This is an optimization exercise on Yosys and OpenROAD, whose aim is small area, a short achievable clock period and few clock cycles per item, not a production implementation.
RTL that was checked went through simulation tests only; none was proved equivalent to the original.
The RTL of run 1 was laid out without a check of its function.
Power figures rest on the tool's default switching activity, not on a simulated workload.

### flow/design.v
`timescale 1ns/10ps
package systolic_pkg;
    typedef logic signed [16-1:0]   data_t;
    typedef logic signed [8-1:0] weight_t;
    typedef logic signed [32-1:0]  accum_t;
    typedef logic [6-1:0]          wb_addr_t;
    typedef logic [32-1:0]          wb_data_t;
    typedef enum logic [2:0] {
        IDLE,
        CLEAR,
        FEED,
        DRAIN,
        DONE
    } seq_state_t;
endpackage
`timescale 1ns/10ps
module dot2_pp (
    input  logic [15:0] a0,
    input  logic [15:0] a1,
    input  logic [11:0] e0,
    input  logic [11:0] e1,
    output logic [61:0] pp
);
wire p0m0_one;
wire p0m0_two;
wire p0m0_neg;
wire p0m1_one;
wire p0m1_two;
wire p0m1_neg;
wire p0m2_one;
wire p0m2_two;
wire p0m2_neg;
wire p0m3_one;
wire p0m3_two;
wire p0m3_neg;
wire p1m0_one;
wire p1m0_two;
wire p1m0_neg;
wire p1m1_one;
wire p1m1_two;
wire p1m1_neg;
wire p1m2_one;
wire p1m2_two;
wire p1m2_neg;
wire p1m3_one;
wire p1m3_two;
wire p1m3_neg;
wire s1;
wire c2;
wire s3;
wire c4;
wire s5;
wire c6;
wire s7;
wire c8;
wire s9;
wire c10;
wire s11;
wire c12;
wire s13;
wire c14;
wire s15;
wire c16;
wire s17;
wire c18;
wire s19;
wire c20;
wire s21;
wire c22;
wire s23;
wire c24;
wire s25;
wire c26;
wire s27;
wire c28;
wire s29;
wire c30;
wire s31;
wire c32;
wire s33;
wire c34;
wire s35;
wire c36;
wire s37;
wire c38;
wire s39;
wire c40;
wire s41;
wire c42;
wire s43;
wire c44;
wire s45;
wire c46;
wire s47;
wire c48;
wire s49;
wire c50;
wire s51;
wire c52;
wire s53;
wire c54;
wire s55;
wire c56;
wire s57;
wire c58;
wire s59;
wire c60;
wire s61;
wire c62;
wire s63;
wire c64;
wire s65;
wire c66;
wire s67;
wire c68;
wire s69;
wire c70;
wire s71;
wire c72;
wire s73;
wire c74;
wire s75;
wire c76;
wire s77;
wire c78;
wire s79;
wire c80;
wire s81;
wire c82;
wire s83;
wire c84;
wire s85;
wire c86;
wire s87;
wire c88;
wire s89;
wire c90;
wire s91;
wire c92;
wire s93;
wire c94;
wire s95;
wire c96;
wire s97;
wire c98;
wire s99;
wire c100;
wire s101;
wire c102;
wire s103;
wire c104;
wire s105;
wire c106;
wire s107;
wire c108;
wire s109;
wire c110;
wire s111;
wire c112;
wire s113;
wire c114;
wire s115;
wire c116;
wire s117;
wire c118;
wire s119;
wire c120;
wire s121;
wire c122;
wire s123;
wire c124;
wire s125;
wire c126;
wire s127;
wire c128;
wire s129;
wire c130;
wire s131;
wire c132;
wire s133;
wire c134;
wire s135;
wire c136;
wire s137;
wire c138;
wire s139;
wire c140;
wire s141;
wire c142;
wire s143;
wire c144;
wire s145;
wire c146;
wire s147;
wire c148;
wire s149;
wire c150;
wire s151;
wire c152;
wire s153;
wire c154;
wire s155;
wire c156;
wire s157;
wire c158;
wire s159;
wire c160;
wire s161;
wire c162;
wire s163;
wire c164;
wire s165;
wire c166;
wire s167;
wire c168;
wire s169;
wire c170;
wire s171;
wire c172;
wire s173;
wire c174;
assign p0m0_one = e0[0];
assign p0m0_two = e0[1];
assign p0m0_neg = e0[2];
wire [16:0] p0m0_r;
assign p0m0_r[0] = ((p0m0_one & a0[0]) | (p0m0_two & 1'b0)) ^ p0m0_neg;
assign p0m0_r[1] = ((p0m0_one & a0[1]) | (p0m0_two & a0[0])) ^ p0m0_neg;
assign p0m0_r[2] = ((p0m0_one & a0[2]) | (p0m0_two & a0[1])) ^ p0m0_neg;
assign p0m0_r[3] = ((p0m0_one & a0[3]) | (p0m0_two & a0[2])) ^ p0m0_neg;
assign p0m0_r[4] = ((p0m0_one & a0[4]) | (p0m0_two & a0[3])) ^ p0m0_neg;
assign p0m0_r[5] = ((p0m0_one & a0[5]) | (p0m0_two & a0[4])) ^ p0m0_neg;
assign p0m0_r[6] = ((p0m0_one & a0[6]) | (p0m0_two & a0[5])) ^ p0m0_neg;
assign p0m0_r[7] = ((p0m0_one & a0[7]) | (p0m0_two & a0[6])) ^ p0m0_neg;
assign p0m0_r[8] = ((p0m0_one & a0[8]) | (p0m0_two & a0[7])) ^ p0m0_neg;
assign p0m0_r[9] = ((p0m0_one & a0[9]) | (p0m0_two & a0[8])) ^ p0m0_neg;
assign p0m0_r[10] = ((p0m0_one & a0[10]) | (p0m0_two & a0[9])) ^ p0m0_neg;
assign p0m0_r[11] = ((p0m0_one & a0[11]) | (p0m0_two & a0[10])) ^ p0m0_neg;
assign p0m0_r[12] = ((p0m0_one & a0[12]) | (p0m0_two & a0[11])) ^ p0m0_neg;
assign p0m0_r[13] = ((p0m0_one & a0[13]) | (p0m0_two & a0[12])) ^ p0m0_neg;
assign p0m0_r[14] = ((p0m0_one & a0[14]) | (p0m0_two & a0[13])) ^ p0m0_neg;
assign p0m0_r[15] = ((p0m0_one & a0[15]) | (p0m0_two & a0[14])) ^ p0m0_neg;
assign p0m0_r[16] = ((p0m0_one & a0[15]) | (p0m0_two & a0[15])) ^ p0m0_neg;
assign p0m1_one = e0[3];
assign p0m1_two = e0[4];
assign p0m1_neg = e0[5];
wire [16:0] p0m1_r;
assign p0m1_r[0] = ((p0m1_one & a0[0]) | (p0m1_two & 1'b0)) ^ p0m1_neg;
assign p0m1_r[1] = ((p0m1_one & a0[1]) | (p0m1_two & a0[0])) ^ p0m1_neg;
assign p0m1_r[2] = ((p0m1_one & a0[2]) | (p0m1_two & a0[1])) ^ p0m1_neg;
assign p0m1_r[3] = ((p0m1_one & a0[3]) | (p0m1_two & a0[2])) ^ p0m1_neg;
assign p0m1_r[4] = ((p0m1_one & a0[4]) | (p0m1_two & a0[3])) ^ p0m1_neg;
assign p0m1_r[5] = ((p0m1_one & a0[5]) | (p0m1_two & a0[4])) ^ p0m1_neg;
assign p0m1_r[6] = ((p0m1_one & a0[6]) | (p0m1_two & a0[5])) ^ p0m1_neg;
assign p0m1_r[7] = ((p0m1_one & a0[7]) | (p0m1_two & a0[6])) ^ p0m1_neg;
assign p0m1_r[8] = ((p0m1_one & a0[8]) | (p0m1_two & a0[7])) ^ p0m1_neg;
assign p0m1_r[9] = ((p0m1_one & a0[9]) | (p0m1_two & a0[8])) ^ p0m1_neg;
assign p0m1_r[10] = ((p0m1_one & a0[10]) | (p0m1_two & a0[9])) ^ p0m1_neg;
assign p0m1_r[11] = ((p0m1_one & a0[11]) | (p0m1_two & a0[10])) ^ p0m1_neg;
assign p0m1_r[12] = ((p0m1_one & a0[12]) | (p0m1_two & a0[11])) ^ p0m1_neg;
assign p0m1_r[13] = ((p0m1_one & a0[13]) | (p0m1_two & a0[12])) ^ p0m1_neg;
assign p0m1_r[14] = ((p0m1_one & a0[14]) | (p0m1_two & a0[13])) ^ p0m1_neg;
assign p0m1_r[15] = ((p0m1_one & a0[15]) | (p0m1_two & a0[14])) ^ p0m1_neg;
assign p0m1_r[16] = ((p0m1_one & a0[15]) | (p0m1_two & a0[15])) ^ p0m1_neg;
assign p0m2_one = e0[6];
assign p0m2_two = e0[7];
assign p0m2_neg = e0[8];
wire [16:0] p0m2_r;
assign p0m2_r[0] = ((p0m2_one & a0[0]) | (p0m2_two & 1'b0)) ^ p0m2_neg;
assign p0m2_r[1] = ((p0m2_one & a0[1]) | (p0m2_two & a0[0])) ^ p0m2_neg;
assign p0m2_r[2] = ((p0m2_one & a0[2]) | (p0m2_two & a0[1])) ^ p0m2_neg;
assign p0m2_r[3] = ((p0m2_one & a0[3]) | (p0m2_two & a0[2])) ^ p0m2_neg;
assign p0m2_r[4] = ((p0m2_one & a0[4]) | (p0m2_two & a0[3])) ^ p0m2_neg;
assign p0m2_r[5] = ((p0m2_one & a0[5]) | (p0m2_two & a0[4])) ^ p0m2_neg;
assign p0m2_r[6] = ((p0m2_one & a0[6]) | (p0m2_two & a0[5])) ^ p0m2_neg;
assign p0m2_r[7] = ((p0m2_one & a0[7]) | (p0m2_two & a0[6])) ^ p0m2_neg;
assign p0m2_r[8] = ((p0m2_one & a0[8]) | (p0m2_two & a0[7])) ^ p0m2_neg;
assign p0m2_r[9] = ((p0m2_one & a0[9]) | (p0m2_two & a0[8])) ^ p0m2_neg;
assign p0m2_r[10] = ((p0m2_one & a0[10]) | (p0m2_two & a0[9])) ^ p0m2_neg;
assign p0m2_r[11] = ((p0m2_one & a0[11]) | (p0m2_two & a0[10])) ^ p0m2_neg;
assign p0m2_r[12] = ((p0m2_one & a0[12]) | (p0m2_two & a0[11])) ^ p0m2_neg;
assign p0m2_r[13] = ((p0m2_one & a0[13]) | (p0m2_two & a0[12])) ^ p0m2_neg;
assign p0m2_r[14] = ((p0m2_one & a0[14]) | (p0m2_two & a0[13])) ^ p0m2_neg;
assign p0m2_r[15] = ((p0m2_one & a0[15]) | (p0m2_two & a0[14])) ^ p0m2_neg;
assign p0m2_r[16] = ((p0m2_one & a0[15]) | (p0m2_two & a0[15])) ^ p0m2_neg;
assign p0m3_one = e0[9];
assign p0m3_two = e0[10];
assign p0m3_neg = e0[11];
wire [16:0] p0m3_r;
assign p0m3_r[0] = ((p0m3_one & a0[0]) | (p0m3_two & 1'b0)) ^ p0m3_neg;
assign p0m3_r[1] = ((p0m3_one & a0[1]) | (p0m3_two & a0[0])) ^ p0m3_neg;
assign p0m3_r[2] = ((p0m3_one & a0[2]) | (p0m3_two & a0[1])) ^ p0m3_neg;
assign p0m3_r[3] = ((p0m3_one & a0[3]) | (p0m3_two & a0[2])) ^ p0m3_neg;
assign p0m3_r[4] = ((p0m3_one & a0[4]) | (p0m3_two & a0[3])) ^ p0m3_neg;
assign p0m3_r[5] = ((p0m3_one & a0[5]) | (p0m3_two & a0[4])) ^ p0m3_neg;
assign p0m3_r[6] = ((p0m3_one & a0[6]) | (p0m3_two & a0[5])) ^ p0m3_neg;
assign p0m3_r[7] = ((p0m3_one & a0[7]) | (p0m3_two & a0[6])) ^ p0m3_neg;
assign p0m3_r[8] = ((p0m3_one & a0[8]) | (p0m3_two & a0[7])) ^ p0m3_neg;
assign p0m3_r[9] = ((p0m3_one & a0[9]) | (p0m3_two & a0[8])) ^ p0m3_neg;
assign p0m3_r[10] = ((p0m3_one & a0[10]) | (p0m3_two & a0[9])) ^ p0m3_neg;
assign p0m3_r[11] = ((p0m3_one & a0[11]) | (p0m3_two & a0[10])) ^ p0m3_neg;
assign p0m3_r[12] = ((p0m3_one & a0[12]) | (p0m3_two & a0[11])) ^ p0m3_neg;
assign p0m3_r[13] = ((p0m3_one & a0[13]) | (p0m3_two & a0[12])) ^ p0m3_neg;
assign p0m3_r[14] = ((p0m3_one & a0[14]) | (p0m3_two & a0[13])) ^ p0m3_neg;
assign p0m3_r[15] = ((p0m3_one & a0[15]) | (p0m3_two & a0[14])) ^ p0m3_neg;
assign p0m3_r[16] = ((p0m3_one & a0[15]) | (p0m3_two & a0[15])) ^ p0m3_neg;
assign p1m0_one = e1[0];
assign p1m0_two = e1[1];
assign p1m0_neg = e1[2];
wire [16:0] p1m0_r;
assign p1m0_r[0] = ((p1m0_one & a1[0]) | (p1m0_two & 1'b0)) ^ p1m0_neg;
assign p1m0_r[1] = ((p1m0_one & a1[1]) | (p1m0_two & a1[0])) ^ p1m0_neg;
assign p1m0_r[2] = ((p1m0_one & a1[2]) | (p1m0_two & a1[1])) ^ p1m0_neg;
assign p1m0_r[3] = ((p1m0_one & a1[3]) | (p1m0_two & a1[2])) ^ p1m0_neg;
assign p1m0_r[4] = ((p1m0_one & a1[4]) | (p1m0_two & a1[3])) ^ p1m0_neg;
assign p1m0_r[5] = ((p1m0_one & a1[5]) | (p1m0_two & a1[4])) ^ p1m0_neg;
assign p1m0_r[6] = ((p1m0_one & a1[6]) | (p1m0_two & a1[5])) ^ p1m0_neg;
assign p1m0_r[7] = ((p1m0_one & a1[7]) | (p1m0_two & a1[6])) ^ p1m0_neg;
assign p1m0_r[8] = ((p1m0_one & a1[8]) | (p1m0_two & a1[7])) ^ p1m0_neg;
assign p1m0_r[9] = ((p1m0_one & a1[9]) | (p1m0_two & a1[8])) ^ p1m0_neg;
assign p1m0_r[10] = ((p1m0_one & a1[10]) | (p1m0_two & a1[9])) ^ p1m0_neg;
assign p1m0_r[11] = ((p1m0_one & a1[11]) | (p1m0_two & a1[10])) ^ p1m0_neg;
assign p1m0_r[12] = ((p1m0_one & a1[12]) | (p1m0_two & a1[11])) ^ p1m0_neg;
assign p1m0_r[13] = ((p1m0_one & a1[13]) | (p1m0_two & a1[12])) ^ p1m0_neg;
assign p1m0_r[14] = ((p1m0_one & a1[14]) | (p1m0_two & a1[13])) ^ p1m0_neg;
assign p1m0_r[15] = ((p1m0_one & a1[15]) | (p1m0_two & a1[14])) ^ p1m0_neg;
assign p1m0_r[16] = ((p1m0_one & a1[15]) | (p1m0_two & a1[15])) ^ p1m0_neg;
assign p1m1_one = e1[3];
assign p1m1_two = e1[4];
assign p1m1_neg = e1[5];
wire [16:0] p1m1_r;
assign p1m1_r[0] = ((p1m1_one & a1[0]) | (p1m1_two & 1'b0)) ^ p1m1_neg;
assign p1m1_r[1] = ((p1m1_one & a1[1]) | (p1m1_two & a1[0])) ^ p1m1_neg;
assign p1m1_r[2] = ((p1m1_one & a1[2]) | (p1m1_two & a1[1])) ^ p1m1_neg;
assign p1m1_r[3] = ((p1m1_one & a1[3]) | (p1m1_two & a1[2])) ^ p1m1_neg;
assign p1m1_r[4] = ((p1m1_one & a1[4]) | (p1m1_two & a1[3])) ^ p1m1_neg;
assign p1m1_r[5] = ((p1m1_one & a1[5]) | (p1m1_two & a1[4])) ^ p1m1_neg;
assign p1m1_r[6] = ((p1m1_one & a1[6]) | (p1m1_two & a1[5])) ^ p1m1_neg;
assign p1m1_r[7] = ((p1m1_one & a1[7]) | (p1m1_two & a1[6])) ^ p1m1_neg;
assign p1m1_r[8] = ((p1m1_one & a1[8]) | (p1m1_two & a1[7])) ^ p1m1_neg;
assign p1m1_r[9] = ((p1m1_one & a1[9]) | (p1m1_two & a1[8])) ^ p1m1_neg;
assign p1m1_r[10] = ((p1m1_one & a1[10]) | (p1m1_two & a1[9])) ^ p1m1_neg;
assign p1m1_r[11] = ((p1m1_one & a1[11]) | (p1m1_two & a1[10])) ^ p1m1_neg;
assign p1m1_r[12] = ((p1m1_one & a1[12]) | (p1m1_two & a1[11])) ^ p1m1_neg;
assign p1m1_r[13] = ((p1m1_one & a1[13]) | (p1m1_two & a1[12])) ^ p1m1_neg;
assign p1m1_r[14] = ((p1m1_one & a1[14]) | (p1m1_two & a1[13])) ^ p1m1_neg;
assign p1m1_r[15] = ((p1m1_one & a1[15]) | (p1m1_two & a1[14])) ^ p1m1_neg;
assign p1m1_r[16] = ((p1m1_one & a1[15]) | (p1m1_two & a1[15])) ^ p1m1_neg;
assign p1m2_one = e1[6];
assign p1m2_two = e1[7];
assign p1m2_neg = e1[8];
wire [16:0] p1m2_r;
assign p1m2_r[0] = ((p1m2_one & a1[0]) | (p1m2_two & 1'b0)) ^ p1m2_neg;
assign p1m2_r[1] = ((p1m2_one & a1[1]) | (p1m2_two & a1[0])) ^ p1m2_neg;
assign p1m2_r[2] = ((p1m2_one & a1[2]) | (p1m2_two & a1[1])) ^ p1m2_neg;
assign p1m2_r[3] = ((p1m2_one & a1[3]) | (p1m2_two & a1[2])) ^ p1m2_neg;
assign p1m2_r[4] = ((p1m2_one & a1[4]) | (p1m2_two & a1[3])) ^ p1m2_neg;
assign p1m2_r[5] = ((p1m2_one & a1[5]) | (p1m2_two & a1[4])) ^ p1m2_neg;
assign p1m2_r[6] = ((p1m2_one & a1[6]) | (p1m2_two & a1[5])) ^ p1m2_neg;
assign p1m2_r[7] = ((p1m2_one & a1[7]) | (p1m2_two & a1[6])) ^ p1m2_neg;
assign p1m2_r[8] = ((p1m2_one & a1[8]) | (p1m2_two & a1[7])) ^ p1m2_neg;
assign p1m2_r[9] = ((p1m2_one & a1[9]) | (p1m2_two & a1[8])) ^ p1m2_neg;
assign p1m2_r[10] = ((p1m2_one & a1[10]) | (p1m2_two & a1[9])) ^ p1m2_neg;
assign p1m2_r[11] = ((p1m2_one & a1[11]) | (p1m2_two & a1[10])) ^ p1m2_neg;
assign p1m2_r[12] = ((p1m2_one & a1[12]) | (p1m2_two & a1[11])) ^ p1m2_neg;
assign p1m2_r[13] = ((p1m2_one & a1[13]) | (p1m2_two & a1[12])) ^ p1m2_neg;
assign p1m2_r[14] = ((p1m2_one & a1[14]) | (p1m2_two & a1[13])) ^ p1m2_neg;
assign p1m2_r[15] = ((p1m2_one & a1[15]) | (p1m2_two & a1[14])) ^ p1m2_neg;
assign p1m2_r[16] = ((p1m2_one & a1[15]) | (p1m2_two & a1[15])) ^ p1m2_neg;
assign p1m3_one = e1[9];
assign p1m3_two = e1[10];
assign p1m3_neg = e1[11];
wire [16:0] p1m3_r;
assign p1m3_r[0] = ((p1m3_one & a1[0]) | (p1m3_two & 1'b0)) ^ p1m3_neg;
assign p1m3_r[1] = ((p1m3_one & a1[1]) | (p1m3_two & a1[0])) ^ p1m3_neg;
assign p1m3_r[2] = ((p1m3_one & a1[2]) | (p1m3_two & a1[1])) ^ p1m3_neg;
assign p1m3_r[3] = ((p1m3_one & a1[3]) | (p1m3_two & a1[2])) ^ p1m3_neg;
assign p1m3_r[4] = ((p1m3_one & a1[4]) | (p1m3_two & a1[3])) ^ p1m3_neg;
assign p1m3_r[5] = ((p1m3_one & a1[5]) | (p1m3_two & a1[4])) ^ p1m3_neg;
assign p1m3_r[6] = ((p1m3_one & a1[6]) | (p1m3_two & a1[5])) ^ p1m3_neg;
assign p1m3_r[7] = ((p1m3_one & a1[7]) | (p1m3_two & a1[6])) ^ p1m3_neg;
assign p1m3_r[8] = ((p1m3_one & a1[8]) | (p1m3_two & a1[7])) ^ p1m3_neg;
assign p1m3_r[9] = ((p1m3_one & a1[9]) | (p1m3_two & a1[8])) ^ p1m3_neg;
assign p1m3_r[10] = ((p1m3_one & a1[10]) | (p1m3_two & a1[9])) ^ p1m3_neg;
assign p1m3_r[11] = ((p1m3_one & a1[11]) | (p1m3_two & a1[10])) ^ p1m3_neg;
assign p1m3_r[12] = ((p1m3_one & a1[12]) | (p1m3_two & a1[11])) ^ p1m3_neg;
assign p1m3_r[13] = ((p1m3_one & a1[13]) | (p1m3_two & a1[12])) ^ p1m3_neg;
assign p1m3_r[14] = ((p1m3_one & a1[14]) | (p1m3_two & a1[13])) ^ p1m3_neg;
assign p1m3_r[15] = ((p1m3_one & a1[15]) | (p1m3_two & a1[14])) ^ p1m3_neg;
assign p1m3_r[16] = ((p1m3_one & a1[15]) | (p1m3_two & a1[15])) ^ p1m3_neg;
wire nx, na;
assign nx = p0m3_neg ^ p1m3_neg;
assign na = p0m3_neg & p1m3_neg;
assign s1 = p0m0_r[0] ^ p0m0_neg ^ p1m0_r[0];
assign c2 = (p0m0_r[0] & p0m0_neg) | (p0m0_r[0] & p1m0_r[0]) | (p0m0_neg & p1m0_r[0]);
assign s3 = p0m0_r[2] ^ p0m1_r[0] ^ p0m1_neg;
assign c4 = (p0m0_r[2] & p0m1_r[0]) | (p0m0_r[2] & p0m1_neg) | (p0m1_r[0] & p0m1_neg);
assign s5 = p1m0_r[2] ^ p1m1_r[0] ^ p1m1_neg;
assign c6 = (p1m0_r[2] & p1m1_r[0]) | (p1m0_r[2] & p1m1_neg) | (p1m1_r[0] & p1m1_neg);
assign s7 = p0m0_r[3] ^ p0m1_r[1] ^ p1m0_r[3];
assign c8 = (p0m0_r[3] & p0m1_r[1]) | (p0m0_r[3] & p1m0_r[3]) | (p0m1_r[1] & p1m0_r[3]);
assign s9 = p0m0_r[4] ^ p0m1_r[2] ^ p0m2_r[0];
assign c10 = (p0m0_r[4] & p0m1_r[2]) | (p0m0_r[4] & p0m2_r[0]) | (p0m1_r[2] & p0m2_r[0]);
assign s11 = p0m2_neg ^ p1m0_r[4] ^ p1m1_r[2];
assign c12 = (p0m2_neg & p1m0_r[4]) | (p0m2_neg & p1m1_r[2]) | (p1m0_r[4] & p1m1_r[2]);
assign s13 = p0m0_r[5] ^ p0m1_r[3] ^ p0m2_r[1];
assign c14 = (p0m0_r[5] & p0m1_r[3]) | (p0m0_r[5] & p0m2_r[1]) | (p0m1_r[3] & p0m2_r[1]);
assign s15 = p1m0_r[5] ^ p1m1_r[3] ^ p1m2_r[1];
assign c16 = (p1m0_r[5] & p1m1_r[3]) | (p1m0_r[5] & p1m2_r[1]) | (p1m1_r[3] & p1m2_r[1]);
assign s17 = p0m0_r[6] ^ p0m1_r[4] ^ p0m2_r[2];
assign c18 = (p0m0_r[6] & p0m1_r[4]) | (p0m0_r[6] & p0m2_r[2]) | (p0m1_r[4] & p0m2_r[2]);
assign s19 = p0m3_r[0] ^ p1m0_r[6] ^ p1m1_r[4];
assign c20 = (p0m3_r[0] & p1m0_r[6]) | (p0m3_r[0] & p1m1_r[4]) | (p1m0_r[6] & p1m1_r[4]);
assign s21 = p1m2_r[2] ^ p1m3_r[0] ^ nx;
assign c22 = (p1m2_r[2] & p1m3_r[0]) | (p1m2_r[2] & nx) | (p1m3_r[0] & nx);
assign s23 = p0m0_r[7] ^ p0m1_r[5] ^ p0m2_r[3];
assign c24 = (p0m0_r[7] & p0m1_r[5]) | (p0m0_r[7] & p0m2_r[3]) | (p0m1_r[5] & p0m2_r[3]);
assign s25 = p0m3_r[1] ^ p1m0_r[7] ^ p1m1_r[5];
assign c26 = (p0m3_r[1] & p1m0_r[7]) | (p0m3_r[1] & p1m1_r[5]) | (p1m0_r[7] & p1m1_r[5]);
assign s27 = p1m2_r[3] ^ p1m3_r[1] ^ na;
assign c28 = (p1m2_r[3] & p1m3_r[1]) | (p1m2_r[3] & na) | (p1m3_r[1] & na);
assign s29 = p0m0_r[8] ^ p0m1_r[6] ^ p0m2_r[4];
assign c30 = (p0m0_r[8] & p0m1_r[6]) | (p0m0_r[8] & p0m2_r[4]) | (p0m1_r[6] & p0m2_r[4]);
assign s31 = p0m3_r[2] ^ p1m0_r[8] ^ p1m1_r[6];
assign c32 = (p0m3_r[2] & p1m0_r[8]) | (p0m3_r[2] & p1m1_r[6]) | (p1m0_r[8] & p1m1_r[6]);
assign s33 = p0m0_r[9] ^ p0m1_r[7] ^ p0m2_r[5];
assign c34 = (p0m0_r[9] & p0m1_r[7]) | (p0m0_r[9] & p0m2_r[5]) | (p0m1_r[7] & p0m2_r[5]);
assign s35 = p0m3_r[3] ^ p1m0_r[9] ^ p1m1_r[7];
assign c36 = (p0m3_r[3] & p1m0_r[9]) | (p0m3_r[3] & p1m1_r[7]) | (p1m0_r[9] & p1m1_r[7]);
assign s37 = p0m0_r[10] ^ p0m1_r[8] ^ p0m2_r[6];
assign c38 = (p0m0_r[10] & p0m1_r[8]) | (p0m0_r[10] & p0m2_r[6]) | (p0m1_r[8] & p0m2_r[6]);
assign s39 = p0m3_r[4] ^ p1m0_r[10] ^ p1m1_r[8];
assign c40 = (p0m3_r[4] & p1m0_r[10]) | (p0m3_r[4] & p1m1_r[8]) | (p1m0_r[10] & p1m1_r[8]);
assign s41 = p0m0_r[11] ^ p0m1_r[9] ^ p0m2_r[7];
assign c42 = (p0m0_r[11] & p0m1_r[9]) | (p0m0_r[11] & p0m2_r[7]) | (p0m1_r[9] & p0m2_r[7]);
assign s43 = p0m3_r[5] ^ p1m0_r[11] ^ p1m1_r[9];
assign c44 = (p0m3_r[5] & p1m0_r[11]) | (p0m3_r[5] & p1m1_r[9]) | (p1m0_r[11] & p1m1_r[9]);
assign s45 = p0m0_r[12] ^ p0m1_r[10] ^ p0m2_r[8];
assign c46 = (p0m0_r[12] & p0m1_r[10]) | (p0m0_r[12] & p0m2_r[8]) | (p0m1_r[10] & p0m2_r[8]);
assign s47 = p0m3_r[6] ^ p1m0_r[12] ^ p1m1_r[10];
assign c48 = (p0m3_r[6] & p1m0_r[12]) | (p0m3_r[6] & p1m1_r[10]) | (p1m0_r[12] & p1m1_r[10]);
assign s49 = p0m0_r[13] ^ p0m1_r[11] ^ p0m2_r[9];
assign c50 = (p0m0_r[13] & p0m1_r[11]) | (p0m0_r[13] & p0m2_r[9]) | (p0m1_r[11] & p0m2_r[9]);
assign s51 = p0m3_r[7] ^ p1m0_r[13] ^ p1m1_r[11];
assign c52 = (p0m3_r[7] & p1m0_r[13]) | (p0m3_r[7] & p1m1_r[11]) | (p1m0_r[13] & p1m1_r[11]);
assign s53 = p0m0_r[14] ^ p0m1_r[12] ^ p0m2_r[10];
assign c54 = (p0m0_r[14] & p0m1_r[12]) | (p0m0_r[14] & p0m2_r[10]) | (p0m1_r[12] & p0m2_r[10]);
assign s55 = p0m3_r[8] ^ p1m0_r[14] ^ p1m1_r[12];
assign c56 = (p0m3_r[8] & p1m0_r[14]) | (p0m3_r[8] & p1m1_r[12]) | (p1m0_r[14] & p1m1_r[12]);
assign s57 = p0m0_r[15] ^ p0m1_r[13] ^ p0m2_r[11];
assign c58 = (p0m0_r[15] & p0m1_r[13]) | (p0m0_r[15] & p0m2_r[11]) | (p0m1_r[13] & p0m2_r[11]);
assign s59 = p0m3_r[9] ^ p1m0_r[15] ^ p1m1_r[13];
assign c60 = (p0m3_r[9] & p1m0_r[15]) | (p0m3_r[9] & p1m1_r[13]) | (p1m0_r[15] & p1m1_r[13]);
assign s61 = ~p0m0_r[16] ^ p0m1_r[14] ^ p0m2_r[12];
assign c62 = (~p0m0_r[16] & p0m1_r[14]) | (~p0m0_r[16] & p0m2_r[12]) | (p0m1_r[14] & p0m2_r[12]);
assign s63 = p0m3_r[10] ^ ~p1m0_r[16] ^ p1m1_r[14];
assign c64 = (p0m3_r[10] & ~p1m0_r[16]) | (p0m3_r[10] & p1m1_r[14]) | (~p1m0_r[16] & p1m1_r[14]);
assign s65 = p0m1_r[15] ^ p0m2_r[13] ^ p0m3_r[11];
assign c66 = (p0m1_r[15] & p0m2_r[13]) | (p0m1_r[15] & p0m3_r[11]) | (p0m2_r[13] & p0m3_r[11]);
assign s67 = p1m1_r[15] ^ p1m2_r[13] ^ p1m3_r[11];
assign c68 = (p1m1_r[15] & p1m2_r[13]) | (p1m1_r[15] & p1m3_r[11]) | (p1m2_r[13] & p1m3_r[11]);
assign s69 = ~p0m1_r[16] ^ p0m2_r[14] ^ p0m3_r[12];
assign c70 = (~p0m1_r[16] & p0m2_r[14]) | (~p0m1_r[16] & p0m3_r[12]) | (p0m2_r[14] & p0m3_r[12]);
assign s71 = ~p1m1_r[16] ^ p1m2_r[14] ^ p1m3_r[12];
assign c72 = (~p1m1_r[16] & p1m2_r[14]) | (~p1m1_r[16] & p1m3_r[12]) | (p1m2_r[14] & p1m3_r[12]);
assign s73 = p0m2_r[15] ^ p0m3_r[13] ^ p1m2_r[15];
assign c74 = (p0m2_r[15] & p0m3_r[13]) | (p0m2_r[15] & p1m2_r[15]) | (p0m3_r[13] & p1m2_r[15]);
assign s75 = ~p0m2_r[16] ^ p0m3_r[14] ^ ~p1m2_r[16];
assign c76 = (~p0m2_r[16] & p0m3_r[14]) | (~p0m2_r[16] & ~p1m2_r[16]) | (p0m3_r[14] & ~p1m2_r[16]);
assign s77 = ~p0m3_r[16] ^ ~p1m3_r[16] ^ 1'b1;
assign c78 = (~p0m3_r[16] & ~p1m3_r[16]) | (~p0m3_r[16] & 1'b1) | (~p1m3_r[16] & 1'b1);
assign s79 = p0m0_r[1] ^ p1m0_r[1] ^ c2;
assign c80 = (p0m0_r[1] & p1m0_r[1]) | (p0m0_r[1] & c2) | (p1m0_r[1] & c2);
assign s81 = p1m1_r[1] ^ c4 ^ c6;
assign c82 = (p1m1_r[1] & c4) | (p1m1_r[1] & c6) | (c4 & c6);
assign s83 = p1m2_r[0] ^ p1m2_neg ^ c8;
assign c84 = (p1m2_r[0] & p1m2_neg) | (p1m2_r[0] & c8) | (p1m2_neg & c8);
assign s85 = c10 ^ c12 ^ s13;
assign c86 = (c10 & c12) | (c10 & s13) | (c12 & s13);
assign s87 = c14 ^ c16 ^ s17;
assign c88 = (c14 & c16) | (c14 & s17) | (c16 & s17);
assign s89 = c18 ^ c20 ^ c22;
assign c90 = (c18 & c20) | (c18 & c22) | (c20 & c22);
assign s91 = s23 ^ s25 ^ s27;
assign c92 = (s23 & s25) | (s23 & s27) | (s25 & s27);
assign s93 = p1m2_r[4] ^ p1m3_r[2] ^ c24;
assign c94 = (p1m2_r[4] & p1m3_r[2]) | (p1m2_r[4] & c24) | (p1m3_r[2] & c24);
assign s95 = c26 ^ c28 ^ s29;
assign c96 = (c26 & c28) | (c26 & s29) | (c28 & s29);
assign s97 = p1m2_r[5] ^ p1m3_r[3] ^ c30;
assign c98 = (p1m2_r[5] & p1m3_r[3]) | (p1m2_r[5] & c30) | (p1m3_r[3] & c30);
assign s99 = c32 ^ s33 ^ s35;
assign c100 = (c32 & s33) | (c32 & s35) | (s33 & s35);
assign s101 = p1m2_r[6] ^ p1m3_r[4] ^ c34;
assign c102 = (p1m2_r[6] & p1m3_r[4]) | (p1m2_r[6] & c34) | (p1m3_r[4] & c34);
assign s103 = c36 ^ s37 ^ s39;
assign c104 = (c36 & s37) | (c36 & s39) | (s37 & s39);
assign s105 = p1m2_r[7] ^ p1m3_r[5] ^ c38;
assign c106 = (p1m2_r[7] & p1m3_r[5]) | (p1m2_r[7] & c38) | (p1m3_r[5] & c38);
assign s107 = c40 ^ s41 ^ s43;
assign c108 = (c40 & s41) | (c40 & s43) | (s41 & s43);
assign s109 = p1m2_r[8] ^ p1m3_r[6] ^ c42;
assign c110 = (p1m2_r[8] & p1m3_r[6]) | (p1m2_r[8] & c42) | (p1m3_r[6] & c42);
assign s111 = c44 ^ s45 ^ s47;
assign c112 = (c44 & s45) | (c44 & s47) | (s45 & s47);
assign s113 = p1m2_r[9] ^ p1m3_r[7] ^ c46;
assign c114 = (p1m2_r[9] & p1m3_r[7]) | (p1m2_r[9] & c46) | (p1m3_r[7] & c46);
assign s115 = c48 ^ s49 ^ s51;
assign c116 = (c48 & s49) | (c48 & s51) | (s49 & s51);
assign s117 = p1m2_r[10] ^ p1m3_r[8] ^ c50;
assign c118 = (p1m2_r[10] & p1m3_r[8]) | (p1m2_r[10] & c50) | (p1m3_r[8] & c50);
assign s119 = c52 ^ s53 ^ s55;
assign c120 = (c52 & s53) | (c52 & s55) | (s53 & s55);
assign s121 = p1m2_r[11] ^ p1m3_r[9] ^ c54;
assign c122 = (p1m2_r[11] & p1m3_r[9]) | (p1m2_r[11] & c54) | (p1m3_r[9] & c54);
assign s123 = c56 ^ s57 ^ s59;
assign c124 = (c56 & s57) | (c56 & s59) | (s57 & s59);
assign s125 = p1m2_r[12] ^ p1m3_r[10] ^ c58;
assign c126 = (p1m2_r[12] & p1m3_r[10]) | (p1m2_r[12] & c58) | (p1m3_r[10] & c58);
assign s127 = c60 ^ s61 ^ s63;
assign c128 = (c60 & s61) | (c60 & s63) | (s61 & s63);
assign s129 = 1'b1 ^ c62 ^ c64;
assign c130 = (1'b1 & c62) | (1'b1 & c64) | (c62 & c64);
assign s131 = 1'b1 ^ c66 ^ c68;
assign c132 = (1'b1 & c66) | (1'b1 & c68) | (c66 & c68);
assign s133 = p1m3_r[13] ^ c70 ^ c72;
assign c134 = (p1m3_r[13] & c70) | (p1m3_r[13] & c72) | (c70 & c72);
assign s135 = p1m3_r[14] ^ 1'b1 ^ c74;
assign c136 = (p1m3_r[14] & 1'b1) | (p1m3_r[14] & c74) | (1'b1 & c74);
assign s137 = p0m3_r[15] ^ p1m3_r[15] ^ c76;
assign c138 = (p0m3_r[15] & p1m3_r[15]) | (p0m3_r[15] & c76) | (p1m3_r[15] & c76);
assign s139 = s3 ^ s5 ^ c80;
assign c140 = (s3 & s5) | (s3 & c80) | (s5 & c80);
assign s141 = s9 ^ s11 ^ c82;
assign c142 = (s9 & s11) | (s9 & c82) | (s11 & c82);
assign s143 = s15 ^ c84 ^ s85;
assign c144 = (s15 & c84) | (s15 & s85) | (c84 & s85);
assign s145 = s19 ^ s21 ^ c86;
assign c146 = (s19 & s21) | (s19 & c86) | (s21 & c86);
assign s147 = c88 ^ s89 ^ s91;
assign c148 = (c88 & s89) | (c88 & s91) | (s89 & s91);
assign s149 = s31 ^ c90 ^ c92;
assign c150 = (s31 & c90) | (s31 & c92) | (c90 & c92);
assign s151 = c94 ^ c96 ^ s97;
assign c152 = (c94 & c96) | (c94 & s97) | (c96 & s97);
assign s153 = c98 ^ c100 ^ s101;
assign c154 = (c98 & c100) | (c98 & s101) | (c100 & s101);
assign s155 = c102 ^ c104 ^ s105;
assign c156 = (c102 & c104) | (c102 & s105) | (c104 & s105);
assign s157 = c106 ^ c108 ^ s109;
assign c158 = (c106 & c108) | (c106 & s109) | (c108 & s109);
assign s159 = c110 ^ c112 ^ s113;
assign c160 = (c110 & c112) | (c110 & s113) | (c112 & s113);
assign s161 = c114 ^ c116 ^ s117;
assign c162 = (c114 & c116) | (c114 & s117) | (c116 & s117);
assign s163 = c118 ^ c120 ^ s121;
assign c164 = (c118 & c120) | (c118 & s121) | (c120 & s121);
assign s165 = c122 ^ c124 ^ s125;
assign c166 = (c122 & c124) | (c122 & s125) | (c124 & s125);
assign s167 = s65 ^ s67 ^ c126;
assign c168 = (s65 & s67) | (s65 & c126) | (s67 & c126);
assign s169 = s69 ^ s71 ^ c130;
assign c170 = (s69 & s71) | (s69 & c130) | (s71 & c130);
assign s171 = s73 ^ c132 ^ s133;
assign c172 = (s73 & c132) | (s73 & s133) | (c132 & s133);
assign s173 = s75 ^ c134 ^ s135;
assign c174 = (s75 & c134) | (s75 & s135) | (c134 & s135);
assign pp[0] = p1m0_neg;
assign pp[1] = s1;
assign pp[2] = s79;
assign pp[3] = s139;
assign pp[4] = s7;
assign pp[5] = s81;
assign pp[6] = c140;
assign pp[7] = s83;
assign pp[8] = s141;
assign pp[9] = c142;
assign pp[10] = s143;
assign pp[11] = s87;
assign pp[12] = c144;
assign pp[13] = s145;
assign pp[14] = c146;
assign pp[15] = s147;
assign pp[16] = s93;
assign pp[17] = s95;
assign pp[18] = c148;
assign pp[19] = s149;
assign pp[20] = s99;
assign pp[21] = c150;
assign pp[22] = s151;
assign pp[23] = s103;
assign pp[24] = c152;
assign pp[25] = s153;
assign pp[26] = s107;
assign pp[27] = c154;
assign pp[28] = s155;
assign pp[29] = s111;
assign pp[30] = c156;
assign pp[31] = s157;
assign pp[32] = s115;
assign pp[33] = c158;
assign pp[34] = s159;
assign pp[35] = s119;
assign pp[36] = c160;
assign pp[37] = s161;
assign pp[38] = s123;
assign pp[39] = c162;
assign pp[40] = s163;
assign pp[41] = s127;
assign pp[42] = c164;
assign pp[43] = s165;
assign pp[44] = c128;
assign pp[45] = s129;
assign pp[46] = c166;
assign pp[47] = s167;
assign pp[48] = s131;
assign pp[49] = c168;
assign pp[50] = s169;
assign pp[51] = c170;
assign pp[52] = s171;
assign pp[53] = c172;
assign pp[54] = s173;
assign pp[55] = c136;
assign pp[56] = s137;
assign pp[57] = c174;
assign pp[58] = s77;
assign pp[59] = c138;
assign pp[60] = c78;
assign pp[61] = 1'b1;
endmodule
module dot2_fin (
    input  logic [61:0] pp,
    output logic [24:0] sum
);
logic [24:0] r0, r1;
wire s175;
wire c176;
wire s177;
wire c178;
wire s179;
wire c180;
wire s181;
wire c182;
wire s183;
wire c184;
wire s185;
wire c186;
wire s187;
wire c188;
wire s189;
wire c190;
wire s191;
wire c192;
wire s193;
wire c194;
wire s195;
wire c196;
wire s197;
wire c198;
wire s199;
wire c200;
wire s201;
wire c202;
wire s203;
wire c204;
wire s205;
wire c206;
wire s207;
wire c208;
wire s209;
wire c210;
wire s211;
wire c212;
wire s213;
wire c214;
wire s215;
wire c216;
wire s217;
wire c218;
wire s219;
wire c220;
wire s221;
wire c222;
wire s223;
wire c224;
wire s225;
wire c226;
wire s227;
wire c228;
wire s229;
wire c230;
wire s231;
wire c232;
wire s233;
wire c234;
wire s235;
wire c236;
assign s175 = pp[16] ^ pp[17];
assign c176 = pp[16] & pp[17];
assign s177 = pp[20] ^ pp[21];
assign c178 = pp[20] & pp[21];
assign s179 = pp[23] ^ pp[24];
assign c180 = pp[23] & pp[24];
assign s181 = pp[26] ^ pp[27];
assign c182 = pp[26] & pp[27];
assign s183 = pp[29] ^ pp[30];
assign c184 = pp[29] & pp[30];
assign s185 = pp[32] ^ pp[33];
assign c186 = pp[32] & pp[33];
assign s187 = pp[35] ^ pp[36];
assign c188 = pp[35] & pp[36];
assign s189 = pp[38] ^ pp[39];
assign c190 = pp[38] & pp[39];
assign s191 = pp[41] ^ pp[42];
assign c192 = pp[41] & pp[42];
assign s193 = pp[44] ^ pp[45] ^ pp[46];
assign c194 = (pp[44] & pp[45]) | (pp[44] & pp[46]) | (pp[45] & pp[46]);
assign s195 = pp[48] ^ pp[49];
assign c196 = pp[48] & pp[49];
assign s197 = pp[4] ^ pp[5];
assign c198 = pp[4] & pp[5];
assign s199 = pp[7] ^ pp[8];
assign c200 = pp[7] & pp[8];
assign s201 = pp[9] ^ pp[10];
assign c202 = pp[9] & pp[10];
assign s203 = pp[11] ^ pp[12] ^ pp[13];
assign c204 = (pp[11] & pp[12]) | (pp[11] & pp[13]) | (pp[12] & pp[13]);
assign s205 = pp[14] ^ pp[15];
assign c206 = pp[14] & pp[15];
assign s207 = pp[18] ^ pp[19] ^ s175;
assign c208 = (pp[18] & pp[19]) | (pp[18] & s175) | (pp[19] & s175);
assign s209 = pp[22] ^ c176 ^ s177;
assign c210 = (pp[22] & c176) | (pp[22] & s177) | (c176 & s177);
assign s211 = pp[25] ^ c178 ^ s179;
assign c212 = (pp[25] & c178) | (pp[25] & s179) | (c178 & s179);
assign s213 = pp[28] ^ c180 ^ s181;
assign c214 = (pp[28] & c180) | (pp[28] & s181) | (c180 & s181);
assign s215 = pp[31] ^ c182 ^ s183;
assign c216 = (pp[31] & c182) | (pp[31] & s183) | (c182 & s183);
assign s217 = pp[34] ^ c184 ^ s185;
assign c218 = (pp[34] & c184) | (pp[34] & s185) | (c184 & s185);
assign s219 = pp[37] ^ c186 ^ s187;
assign c220 = (pp[37] & c186) | (pp[37] & s187) | (c186 & s187);
assign s221 = pp[40] ^ c188 ^ s189;
assign c222 = (pp[40] & c188) | (pp[40] & s189) | (c188 & s189);
assign s223 = pp[43] ^ c190 ^ s191;
assign c224 = (pp[43] & c190) | (pp[43] & s191) | (c190 & s191);
assign s225 = pp[47] ^ c192 ^ s193;
assign c226 = (pp[47] & c192) | (pp[47] & s193) | (c192 & s193);
assign s227 = pp[50] ^ c194 ^ s195;
assign c228 = (pp[50] & c194) | (pp[50] & s195) | (c194 & s195);
assign s229 = pp[51] ^ pp[52] ^ c196;
assign c230 = (pp[51] & pp[52]) | (pp[51] & c196) | (pp[52] & c196);
assign s231 = pp[53] ^ pp[54];
assign c232 = pp[53] & pp[54];
assign s233 = pp[55] ^ pp[56] ^ pp[57];
assign c234 = (pp[55] & pp[56]) | (pp[55] & pp[57]) | (pp[56] & pp[57]);
assign s235 = pp[58] ^ pp[59];
assign c236 = pp[58] & pp[59];
assign r0[0] = pp[0];
assign r1[0] = pp[1];
assign r0[1] = pp[2];
assign r1[1] = 1'b0;
assign r0[2] = pp[3];
assign r1[2] = 1'b0;
assign r0[3] = pp[6];
assign r1[3] = s197;
assign r0[4] = c198;
assign r1[4] = s199;
assign r0[5] = c200;
assign r1[5] = s201;
assign r0[6] = c202;
assign r1[6] = s203;
assign r0[7] = c204;
assign r1[7] = s205;
assign r0[8] = c206;
assign r1[8] = s207;
assign r0[9] = c208;
assign r1[9] = s209;
assign r0[10] = c210;
assign r1[10] = s211;
assign r0[11] = c212;
assign r1[11] = s213;
assign r0[12] = c214;
assign r1[12] = s215;
assign r0[13] = c216;
assign r1[13] = s217;
assign r0[14] = c218;
assign r1[14] = s219;
assign r0[15] = c220;
assign r1[15] = s221;
assign r0[16] = c222;
assign r1[16] = s223;
assign r0[17] = c224;
assign r1[17] = s225;
assign r0[18] = c226;
assign r1[18] = s227;
assign r0[19] = c228;
assign r1[19] = s229;
assign r0[20] = c230;
assign r1[20] = s231;
assign r0[21] = c232;
assign r1[21] = s233;
assign r0[22] = c234;
assign r1[22] = s235;
assign r0[23] = pp[60];
assign r1[23] = c236;
assign r0[24] = pp[61];
assign r1[24] = 1'b0;
assign sum = r0 + r1;
endmodule
`timescale 1ns/10ps
module systolic_top (
    input  logic        clk,
    input  logic        rst_n,
    input  logic        wb_cyc,
    input  logic        wb_stb,
    input  logic        wb_we,
    input  logic [5:0]  wb_adr,
    input  logic [31:0] wb_dat_w,
    output logic [31:0] wb_dat_r,
    output logic        wb_ack
);
    logic [15:0] ax [2];
    logic [15:0] ay [2];
    logic [11:0] bu [2];
    logic [11:0] bv [2];
    logic [11:0] b_enc;
    logic [24:0] c_ring [4];
    logic        c_vld;
    logic        busy;
    logic        done;
    logic [1:0]  run_cnt;
    logic [1:0]  k;
    logic        k0_n, k1_n;
    logic        access;
    logic        wr_en;
    logic        start;
    logic [24:0] rd_d;
    logic [24:0] rd_q;
    assign access = wb_cyc && wb_stb && !wb_ack;
    assign wr_en  = access && wb_we && !busy;
    assign start  = wr_en && (wb_adr == 6'd8) && wb_dat_w[0];
    always_ff @(posedge clk or negedge rst_n) begin
        if (!rst_n) begin
            wb_ack <= 1'b0;
        end else begin
            wb_ack <= access;
        end
    end
    assign k0_n = ~k[0];
    assign k1_n = k[1] ^ k[0];
    logic wr_a, wr_b;
    assign wr_a = wr_en && (wb_adr[5:2] == 4'd0);
    assign wr_b = wr_en && (wb_adr[5:2] == 4'd1);
    function automatic logic [11:0] booth_enc(input logic [7:0] b);
        logic [8:0] x;
        x = {b, 1'b0};
        for (int m = 0; m < 4; m++) begin
            booth_enc[3*m]   = x[2*m+1] ^ x[2*m];
            booth_enc[3*m+1] = (x[2*m+2] & ~x[2*m+1] & ~x[2*m]) | (~x[2*m+2] & x[2*m+1] & x[2*m]);
            booth_enc[3*m+2] = x[2*m+2];
        end
    endfunction
    function automatic logic [7:0] booth_dec(input logic [11:0] e);
        for (int m = 0; m < 4; m++) begin
            booth_dec[2*m+1] = e[3*m+2];
            booth_dec[2*m]   = e[3*m] ^ ((m == 0) ? 1'b0 : e[3*m-1]);
        end
    endfunction
    assign b_enc = booth_enc(wb_dat_w[7:0]);
    for (genvar p = 0; p < 2; p++) begin : g_ring
        logic wa_x, wa_y, wb_u, wb_v;
        assign wa_x = wr_a && (wb_adr[1] == (1'(p) ^ k0_n)) && !wb_adr[0];
        assign wa_y = wr_a && (wb_adr[1] == (1'(p) ^ k0_n)) &&  wb_adr[0];
        assign wb_u = wr_b && (wb_adr[0] == (1'(p) ^ k1_n)) && !wb_adr[1];
        assign wb_v = wr_b && (wb_adr[0] == (1'(p) ^ k1_n)) &&  wb_adr[1];
        always_ff @(posedge clk or negedge rst_n) begin
            if (!rst_n) begin
                ax[p] <= '0;
                ay[p] <= '0;
                bu[p] <= '0;
                bv[p] <= '0;
            end else begin
                ax[p] <= wa_x ? wb_dat_w[15:0] : ax[1-p];
                ay[p] <= wa_y ? wb_dat_w[15:0] : ay[1-p];
                bu[p] <= wb_u ? b_enc : (k[0] ? bu[1-p] : bu[p]);
                bv[p] <= wb_v ? b_enc : (k[0] ? bv[1-p] : bv[p]);
            end
        end
    end
    always_ff @(posedge clk or negedge rst_n) begin
        if (!rst_n) begin
            busy    <= 1'b0;
            done    <= 1'b0;
            c_vld   <= 1'b0;
            run_cnt <= '0;
            k       <= '0;
        end else begin
            k <= k + 2'd1;
            if (start) begin
                busy    <= 1'b1;
                done    <= 1'b0;
                c_vld   <= 1'b1;
                run_cnt <= '0;
            end else if (busy) begin
                run_cnt <= run_cnt + 2'd1;
                if (run_cnt == 2'd2) begin
                    busy <= 1'b0;
                    done <= 1'b1;
                end
            end
        end
    end
    logic [61:0] pp;
    logic [61:0] pp_q;
    logic [24:0] sum;
    dot2_pp u_pp (
        .a0 (ax[0]),
        .a1 (ay[0]),
        .e0 (bu[0]),
        .e1 (bv[0]),
        .pp (pp)
    );
    always_ff @(posedge clk) begin
        pp_q <= pp;
    end
    dot2_fin u_fin (
        .pp  (pp_q),
        .sum (sum)
    );
    always_ff @(posedge clk) begin
        c_ring[0] <= (start || busy) ? sum : c_ring[3];
        c_ring[1] <= c_ring[0];
        c_ring[2] <= c_ring[1];
        c_ring[3] <= c_ring[2];
    end
    logic [1:0] c_pos;
    assign c_pos = k - {wb_adr[0], wb_adr[1]} - 2'd2;
    logic       pa, pb;
    assign pa = wb_adr[1] ^ k[0];     
    assign pb = wb_adr[0] ^ k[1];     
    always_comb begin
        rd_d = '0;
        case (wb_adr)
            6'd0, 6'd2:
                rd_d = {{9{ax[pa][15]}}, ax[pa]};
            6'd1, 6'd3:
                rd_d = {{9{ay[pa][15]}}, ay[pa]};
            6'd4, 6'd5:
                rd_d = {{17{bu[pb][11]}}, booth_dec(bu[pb])};
            6'd6, 6'd7:
                rd_d = {{17{bv[pb][11]}}, booth_dec(bv[pb])};
            6'd9:
                rd_d = {23'd0, done, busy};
            6'd12, 6'd13, 6'd14, 6'd15:
                if (c_vld) rd_d = c_ring[c_pos];
            default: rd_d = '0;
        endcase
    end
    always_ff @(posedge clk) begin
        rd_q <= rd_d;
    end
    assign wb_dat_r = {{7{rd_q[24]}}, rd_q};
endmodule
### flow/constraint.sdc
create_clock -name core_clock -period 9.0 [get_ports {clk}]
set_input_delay 1.8000 -clock core_clock [delete_from_list [all_inputs] [get_ports {clk}]]
set_output_delay 1.8000 -clock core_clock [all_outputs]
set_load 0.01 [all_outputs]
### flow/standard.sh
#!/bin/bash
# synth_recipe.tcl (not shown) runs the flow's synth.tcl, then flattens the netlist and writes it again
# the make line also repeats each setting of config.mk as NAME=value (left out here)
make -C /OpenROAD-flow-scripts/flow DESIGN_CONFIG=/design/flow/config.mk WORK_HOME=/design/flow/orfs CLKGATE_MAP_FILE= SYNTH_SCRIPT=/design/flow/synth_recipe.tcl "${@:-finish}"
### flow/flow/run.sh
#!/bin/bash
set -euo pipefail
bash standard.sh SETUP_SLACK_MARGIN=6 \
  "CTS_ARGS=-sink_clustering_enable -repair_clock_nets -buf_list sky130_fd_sc_hd__clkbuf_8 -dont_use_dummy_load" \
  finish > flow.log 2>&1
### flow/config.mk
export PLATFORM = sky130hd
export DESIGN_NAME = systolic_top
export DESIGN_NICKNAME = systolic_top
export VERILOG_FILES = /design/flow/design.v
export SDC_FILE = /design/flow/constraint.sdc
export NUM_CORES = 4
export LEC_CHECK = 0
export ABC_AREA = 1
export CAP_MARGIN = 20
export CORE_MARGIN = 2
export CORE_UTILIZATION = 40
export CTS_BUF_LIST = sky130_fd_sc_hd__clkbuf_8
export SETUP_SLACK_MARGIN = 5
export SLEW_MARGIN = 20
==> results of run 1 <==
## cells in the mapped netlist (all sizes together)
| library cell | number |
|---|---|
| clkinv | 39 |
| buf | 59 |
| o31ai | 1 |
| a22o | 13 |
| ha | 46 |
| nor4 | 2 |
| nand3 | 196 |
| inv | 294 |
| nand3b | 7 |
| nor2 | 69 |
| a22oi | 3 |
| xor2 | 139 |
| xnor2 | 9 |
| clkbuf | 47 |
| nor3 | 5 |
| o211ai | 30 |
| a21oi | 19 |
| dfrtp | 120 |
| o21ai | 188 |
| mux2i | 1 |
| a31oi | 3 |
| dfxtp | 186 |
| or2 | 3 |
| nand2 | 479 |
| nand4 | 9 |
| o22ai | 120 |
| fa | 94 |
## power groups by stage
stage	clock, mW	sequential (mW)	combinational, mW
final	0.989	1.55	0.961
after global routing	1.07	1.56	1.09
after CTS	1.02	1.55	0.941
after detailed placement	0	1.58	0.914
after global placement	0	1.57	0.912
after floorplan	0	1.55	0.648
## metrics by stage
stage,total power [mW],area (um2),setup slack [ns]
final,3.50,20500,6.00
after global placement,2.48,18700,3.80
after global routing,3.73,20500,5.97
after detailed placement,2.49,18700,3.75
after CTS,3.51,20200,5.96
after floorplan,2.20,17800,5.99
## sequential cells by signal, indices dropped and copies added, names as in the netlist, 2 cells and up
signal	flops
ax	32
rd_q	25
pp_q	61
ay	32
run_cnt	2
bv	24
k	2
c_ring	100
bu	24
## layout make-up
class / instances / area (um2)
Fill cell: 4391 / 23500
Multi-Input combinational cell: 1446 / 9740
Clock buffer: 50 / 688
Inverter: 333 / 1330
Timing Repair Buffer: 133 / 1230
Sequential cell: 306 / 6750
Tap cell: 592 / 741
## critical path: cells and delay by family
family / cells / cell delay [ns]
compound gates: 3 / 0.50
fa+ha+maj: 1 / 0.29
buf+inv: 2 / 0.48
simple gates: 2 / 0.38
## metal layers
layer | track usage [%] | routed length (um)
met3 | 4.38 | 4010
met4 | 10.0 | 2250
met5 | 0 | 0
met2 | 38.2 | 25100
met1 | 31.0 | 23500
## final timing paths
path / start / end / slack [ns] / cells after the start
max reg2reg: bv[0][6]$_DFFE_PN0P_ / pp_q[15]$_DFF_P_ / 6.07 / 8
min: c_ring[0][6]$_DFF_P_ / c_ring[1][6]$_DFF_P_ / 0.32 / 0
min in group asynchronous: rst_n / ay[1][11]$_DFF_PN0_ / 1.33 / 1
min reg2reg: c_ring[0][6]$_DFF_P_ / c_ring[1][6]$_DFF_P_ / 0.32 / 0
max: wb_adr[1] / rd_q[4]$_DFF_P_ / 6.00 / 8
max in group asynchronous: rst_n / bu[0][11]$_DFFE_PN0P_ / 6.36 / 2
## cell families after synthesis
kind of cell	after synthesis	share of synthesized area, %
and+or+nand+nor	770	18.4
buffers and inverters	439	9.91
AOI/OAI and AO/OA	377	12.3
DFF	306	38.0
xor gates and xnor gates	148	7.47
adders and majority gates	140	13.9
muxes	1	0.0565
## cells in the final DEF, fill, tap and decap left out, drive strengths merged, types with 39 or more instances in the layout
master	instances
nand2	482
inv	284
nand3	201
o21ai	188
dfxtp	186
xor2	140
o22ai	120
dfrtp	120
fa	94
buf	91
nor2	70
clkbuf	59
ha	46
clkinv	39
## what timing repair did
item | CTS | global route
endpoints found under the setup margin | 222 | 187
gates cloned | 9 | 1
buffers inserted | 40 | 19
pin swaps | 13 | 16
resized for setup | 178 | 62
==> impl_metrics.yaml, run 1 <==
power_and_ir_drop:
  internal-power_mw: 2.32
  pwr-share-clk_pct: 28.2
  pwr-share-comb_pct: 27.4
  switching_share_pct: 33.8
  ir_drop_mv: 0.0878
  cellLeakagePower_nw: 9.99
  power.density_mw_per_mm2: 171
  pwr-share-seq_pct: 44.3
  switchingPower_mw: 1.18
floorplanning:
  die_y_um: 214
  placeableCoreArea_mm2: 0.0439
  num_rows: 77
  dieWidth_um: 214
  io-pin-count: 76
  start_util_pct: 40.3
  die-area_mm2: 0.0460
grt:
  grt_max_degree: 79
  grt_antenna_before_repair: 0
  grt_pass1_wl_um: 84600
  grt_use_total_pct: 23.6
  overflow: 0
  grt_pass1_vias: 14523
layout:
  layout.cells.non_filler: 2860
  fin_util_pct: 46.6
  area_delta_synth_final_pct: 15.6
  n_antenna_cell: 0
  drive_gt1_share_pct: 10.9
  nNetsFinal: 2453
synthesis:
  synth_nets: 2364
  yosysTopAreaCellShare_pct: 21.0
  synth_largest_area_cell: "dfxtp_1"
  ys_warn_count: 11
  synthDistinctLibCells: 42
  ys_top_cells_by_area: "dfxtp_1 (21%), dfrtp_1 (17%), fa_1 (11%)"
  syn_area_mm2: 0.0177
  ys_seq_area_share_pct: 38.0
  synth-seq-cells: 306
  synthesis.instances: 2181
  syn_avg_cell_area_um2: 8.12
critical_path:
  crit_slowest_cell: "nor2_2"
  critPathMaxStageDelay_ns: 0.30
  cp_max_fo: 78
  crit_path_cell_trace: "clkbuf_4 -> ha_4 -> inv_16 -> o21ai_0 -> a22oi_2 -> o21ai_1 -> nor2_2 -> nand2_1"
  worstPathArrival_ns: 3.50
  cp.required_ns: 9.50
  crit_path_end_kind: "flip-flop"
  path_class: "input pin to flip-flop"
  startpoint_type: "input pin"
timing:
  fmax_mhz: 334
  tightest_slew_ns: 0.879
  rsz0062_at_grt: "true"
  fin_setup_tns_ns: 0
  period_share_pct: 33.3
  hold_ws_ns: 0.324
  skew_ns: 0.0699
  finalMaxSlewViolations: 0
  setup_viol: 0
  hold_viol_final: 0
  fin_crit_ns: 3.00
  maxSlewHeadroom_pct: 41.4
clock_tree:
  clock-sinks: 306
  cts_buffer_depth: 3
  hold_buffers: 0
  clkLatencyLatePin_ns: 0.63
  cts_made_buffers: 50
  cts_root_buf: "clkbuf_8"
  path_clk_slew_ns: 0.05
  cts_tree: "done"
  h-tree-depth: 2
placement:
  placed_cells: 2741
  hpwl_um: 38400
  routabilityCongestion: 0.929
  port_buffers: 59
drt:
  via_count: 15093
  postRouteAntennaNets: 0
  drcViolationCount: 0
  drt_iter0_drc: 1257
  first_pass_iters: 6
  via_per_inst: 5.28
  wl_per_cell_um: 19.2
  routed_wirelength_um: 54800
run_status:
  status: "no timing/DRC/antenna violations"
flow_run:
  cap_violations: 0
worst_hold_path:
  hold_path.class: "flip-flop to flip-flop"
==> run 2: changes to the inputs <==
--- a/flow/design.v
+++ b/flow/design.v
@@ -935,26 +935,35 @@
         c_ring[3] <= c_ring[2];
     end
-    logic [1:0] c_pos;
-    assign c_pos = k - {wb_adr[0], wb_adr[1]} - 2'd2;
-    logic       pa, pb;
-    assign pa = wb_adr[1] ^ k[0];     
-    assign pb = wb_adr[0] ^ k[1];     
+    logic       hi_a, hi_b, hi_c;
+    logic [1:0] sel_x, sel_y, sel_u, sel_v;
+    logic [3:0] sel_c;
+    logic       sel_s;
+    assign hi_a  = wb_adr[5:2] == 4'd0;
+    assign hi_b  = wb_adr[5:2] == 4'd1;
+    assign hi_c  = (wb_adr[5:2] == 4'd3) && c_vld;
+    assign sel_s = wb_adr == 6'd9;
+    for (genvar p = 0; p < 2; p++) begin : g_rsel
+        assign sel_x[p] = hi_a && !wb_adr[0] && (wb_adr[1] == (1'(p) ^ k[0]));
+        assign sel_y[p] = hi_a &&  wb_adr[0] && (wb_adr[1] == (1'(p) ^ k[0]));
+        assign sel_u[p] = hi_b && !wb_adr[1] && (wb_adr[0] == (1'(p) ^ k[1]));
+        assign sel_v[p] = hi_b &&  wb_adr[1] && (wb_adr[0] == (1'(p) ^ k[1]));
+    end
+    for (genvar p = 0; p < 4; p++) begin : g_csel
+        logic [1:0] q;
+        assign q = k - 2'(p) - 2'd2;
+        assign sel_c[p] = hi_c && (wb_adr[1:0] == {q[0], q[1]});
+    end
     always_comb begin
-        rd_d = '0;
-        case (wb_adr)
-            6'd0, 6'd2:
-                rd_d = {{9{ax[pa][15]}}, ax[pa]};
-            6'd1, 6'd3:
-                rd_d = {{9{ay[pa][15]}}, ay[pa]};
-            6'd4, 6'd5:
-                rd_d = {{17{bu[pb][11]}}, booth_dec(bu[pb])};
-            6'd6, 6'd7:
-                rd_d = {{17{bv[pb][11]}}, booth_dec(bv[pb])};
-            6'd9:
-                rd_d = {23'd0, done, busy};
-            6'd12, 6'd13, 6'd14, 6'd15:
-                if (c_vld) rd_d = c_ring[c_pos];
-            default: rd_d = '0;
-        endcase
+        rd_d = {23'd0, sel_s && done, sel_s && busy};
+        for (int p = 0; p < 2; p++) begin
+            rd_d = rd_d
+                 | ({25{sel_x[p]}} & {{9{ax[p][15]}}, ax[p]})
+                 | ({25{sel_y[p]}} & {{9{ay[p][15]}}, ay[p]})
+                 | ({25{sel_u[p]}} & {{17{bu[p][11]}}, booth_dec(bu[p])})
+                 | ({25{sel_v[p]}} & {{17{bv[p][11]}}, booth_dec(bv[p])});
+        end
+        for (int p = 0; p < 4; p++) begin
+            rd_d = rd_d | ({25{sel_c[p]}} & c_ring[p]);
+        end
     end
     always_ff @(posedge clk) begin
==> flow/flow/run.sh (replaced) <==
#!/bin/bash
set -euo pipefail
MARGIN=${MARGIN:-6.3}
bash standard.sh SETUP_SLACK_MARGIN=$MARGIN \
  "CTS_ARGS=-sink_clustering_enable -repair_clock_nets -sink_clustering_size 16 -sink_clustering_max_diameter 60 -buf_list sky130_fd_sc_hd__clkbuf_8 -dont_use_dummy_load" \
  finish > flow.log 2>&1
--- a/flow/config.mk
+++ b/flow/config.mk
@@ -10,5 +10,4 @@
 export CORE_MARGIN = 2
 export CORE_UTILIZATION = 40
-export CTS_BUF_LIST = sky130_fd_sc_hd__clkbuf_8
 export SETUP_SLACK_MARGIN = 5
 export SLEW_MARGIN = 20
==> impl_metrics.yaml, run 2 <==
power_and_ir_drop:
  pwr-share-comb_pct: 30.0
  internal-power_mw: 2.15
  cellLeakagePower_nw: 10.7
  pwr-share-clk_pct: 23.1
  power.density_mw_per_mm2: 146
  switching_share_pct: 34.5
  switchingPower_mw: 1.13
  ir_drop_mv: 0.105
  total_power_mw: 3.28
  pwr-share-seq_pct: 46.9
critical_path:
  crit_slowest_cell: "dfrtp_1"
  crit_path_cell_trace: "buf_2"
  crit_family: "flip-flops"
  worstPathArrival_ns: 1.12
  path_class: "flip-flop to output port"
  critPathMaxStageDelay_ns: 0.38
  crit_path_end_kind: "output port"
  r2r_cells: 9
  cp.required_ns: 7.20
  crit_buf_inv: 1
  startpoint_type: "flip-flop"
  cp_num_cells: 1
  cp_max_fo: 2
grt:
  overflow: 0
  grt_max_degree: 66
  grt_antenna_before_repair: 0
  grt_pass1_vias: 15934
  grt_pass1_wl_um: 95400
  grt_use_total_pct: 26.9
synthesis:
  syn_area_mm2: 0.0176
  synth_largest_area_cell: "dfxtp_1"
  yosysMostFrequentCell: "nand2_1"
  ys_seq_area_share_pct: 38.2
  ys_warn_count: 11
  synth_edf_count: 0
  synth_nets: 2373
  syn_avg_cell_area_um2: 8.05
  ys_top_cells_by_area: "dfxtp_1 (21%), dfrtp_1 (17%), fa_1 (11%)"
  synthDistinctLibCells: 36
  synth_top_flop_cell: "dfxtp_1"
  synthesis.instances: 2191
  synth-seq-cells: 306
  yosysTopAreaCellShare_pct: 21.1
  synth-async-reset-ratio_pct: 39.2
  synth_common_cells: "nand2_1 (483), inv_1 (288), nand3_1 (254)"
drt:
  routed_wirelength_um: 63700
  via_count: 16195
  drt_iter0_drc: 1568
  first_pass_iters: 5
  postRouteAntennaNets: 0
  via_per_inst: 5.46
  wl_per_cell_um: 21.5
  drcViolationCount: 0
clock_tree:
  cts_tree: "done"
  cts_buffer_depth: 3
  hold_buffers: 0
  cts_made_buffers: 30
  path_clk_slew_ns: 0.09
  clkLatencyLatePin_ns: 0.67
  cts_root_buf: "clkbuf_8"
  h-tree-depth: 1
  clock-sinks: 306
placement:
  placed_cells: 2747
  routabilityCongestion: 0.903
  hpwl_um: 39700
  port_buffers: 59
timing:
  fin_crit_ns: 2.92
  tightest_slew_ns: 0.806
  hold_viol_final: 0
  fmax_mhz: 342
  period_share_pct: 32.5
  maxSlewHeadroom_pct: 46.2
  rsz0062_at_grt: "true"
  setup_viol: 0
  finalMaxSlewViolations: 0
  skew_ns: 0.102
  fin_setup_tns_ns: 0
layout:
  nNetsFinal: 2567
  drive_gt1_share_pct: 26.0
  n_antenna_cell: 0
  fillers: 4067
  area_delta_synth_final_pct: 27.3
  largest-register: "c_ring"
  multi_input_comb_area_mm2: 0.0108
  layout_commonest_cell: "nand2_1"
  top_regs: "c_ring: 100 flops, pp_q: 61 flops"
  seq_area_mm2: 0.00678
  largest_reg_flops: 100
  layout.cells.non_filler: 2968
  layout_common_cells: "nand2_1 (452), inv_1 (242), nand3_1 (206), dfxtp_1 (174), buf_4 (140)"
worst_hold_path:
  whs_path_depth: 0
  hold_path.class: "flip-flop to flip-flop"
flow_run:
  cap_violations: 0
floorplanning:
  num_rows: 76
  dieWidth_um: 214
  io-pin-count: 76
  die-area_mm2: 0.0458
  placeableCoreArea_mm2: 0.0433
  start_util_pct: 40.7
  die_y_um: 214
run_status:
  status: "no timing/DRC/antenna violations"
[run 2: cell families after synthesis]
| family | Yosys count | share of synthesized area (%) |
|---|---|---|
| AND/OR/NAND/NOR | 886 | 21.4 |
| buffers and inverters | 421 | 9.53 |
| flip-flops | 306 | 38.2 |
| AO/OA/AOI/OAI | 280 | 8.92 |
| XOR/XNOR | 158 | 8.04 |
| adder cells (fa/ha/maj) | 139 | 13.9 |
| multiplexers | 1 | 0.0568 |
[run 2: routing by layer]
metal | GRT usage (%) | wire [um]
met5 | 0 | 0
met3 | 5.81 | 6740
met4 | 12.8 | 3680
met2 | 42.1 | 27900
met1 | 35.4 | 25400
[run 2: path summary, 6_finish.rpt]
kind / slack [ns] / to / start
setup / recovery: 6.08 / wb_ack / wb_ack$_DFF_PN0_
hold / removal: 0.33 / c_ring[2][9]$_DFF_P_ / c_ring[1][9]$_DFF_P_
setup reg to reg: 6.14 / pp_q[10]$_DFF_P_ / bu[0][6]$_DFFE_PN0P_
hold reg to reg: 0.33 / c_ring[2][9]$_DFF_P_ / c_ring[1][9]$_DFF_P_
max in group asynchronous: 6.68 / bv[0][4]$_DFFE_PN0P_ / rst_n
min in group asynchronous: 1.19 / ay[0][9]$_DFF_PN0_ / rst_n
[run 2: through the flow]
step                hold slack (ns)  worst slack, ns  util, %  cell area (um2)
detailed placement            0.337             4.00     43.6            18900
CTS                           0.333             6.03     48.7            21100
finish                        0.328             6.08     51.8            22400
global route                  0.334             6.01     51.8            22400
global placement              0.332             4.06     43.6            18900
floorplan                     0.331             6.03        -            18100
[run 2: power groups by stage]
stage                     clock [mW]  combinational (mW)  sequential [mW]
after floorplan                    0               0.538             1.54
after global placement             0               0.774             1.56
after detailed placement           0               0.784             1.56
after CTS                      0.774               0.867             1.53
after global routing           0.824                1.09             1.55
final                          0.758               0.984             1.54
[run 2: what timing repair did]
action	in CTS	in global routing
setup endpoints to repair	244	271
pin swaps	45	80
resized for setup	392	213
setup buffers	124	48
endpoints found under the hold margin	0	0
gates cloned	14	4
[run 2: layout make-up]
cell class	count	area share, %
sequential	306	30.2
timing repair buffer	244	9.98
inverter	323	6.41
timing repair inverter	2	0.0669
tap	585	3.26
clock buffer	30	1.84
multi-input combinational	1478	48.2
Testbench counts of run 2, summed over its fixed seeds: cycles 11,520, jobs 384.

afterwards: timing with drivers on the ports:
The results above use ideal ports. As a check the final layouts listed here were re-extracted and re-timed, cells and wires unchanged. Step 1 (the two cells are an assumption about what drives the block):
set clk [get_ports {clk}]
set_driving_cell -lib_cell sky130_fd_sc_hd__clkbuf_16 $clk
set_driving_cell -lib_cell sky130_fd_sc_hd__buf_2 [delete_from_list [all_inputs] $clk]
Step 2, shift: input delay + t, output delay - t, t = (earliest + latest rising clock arrival at the registers) / 2. This alone moves slack from input paths to output paths. a / b / c = ideal ports / drivers / drivers and shift; a / b = the first two.
run | t, ns | setup slack, ns | worst hold slack (ns) | worst setup path after step 2
run 1 | 0.644 | 6.003 / 5.962 / 5.369 | 0.324 / 0.324 / 0.324 | input to register
run 2 | 0.673 | 6.076 / 6.021 / 5.594 | 0.328 / 0.328 / 0.328 | input to register
After both steps every run listed still meets setup and hold. The setup slack of run 1, which loses most, moves by -0.041 ns with the drivers and by -0.634 ns with both steps.
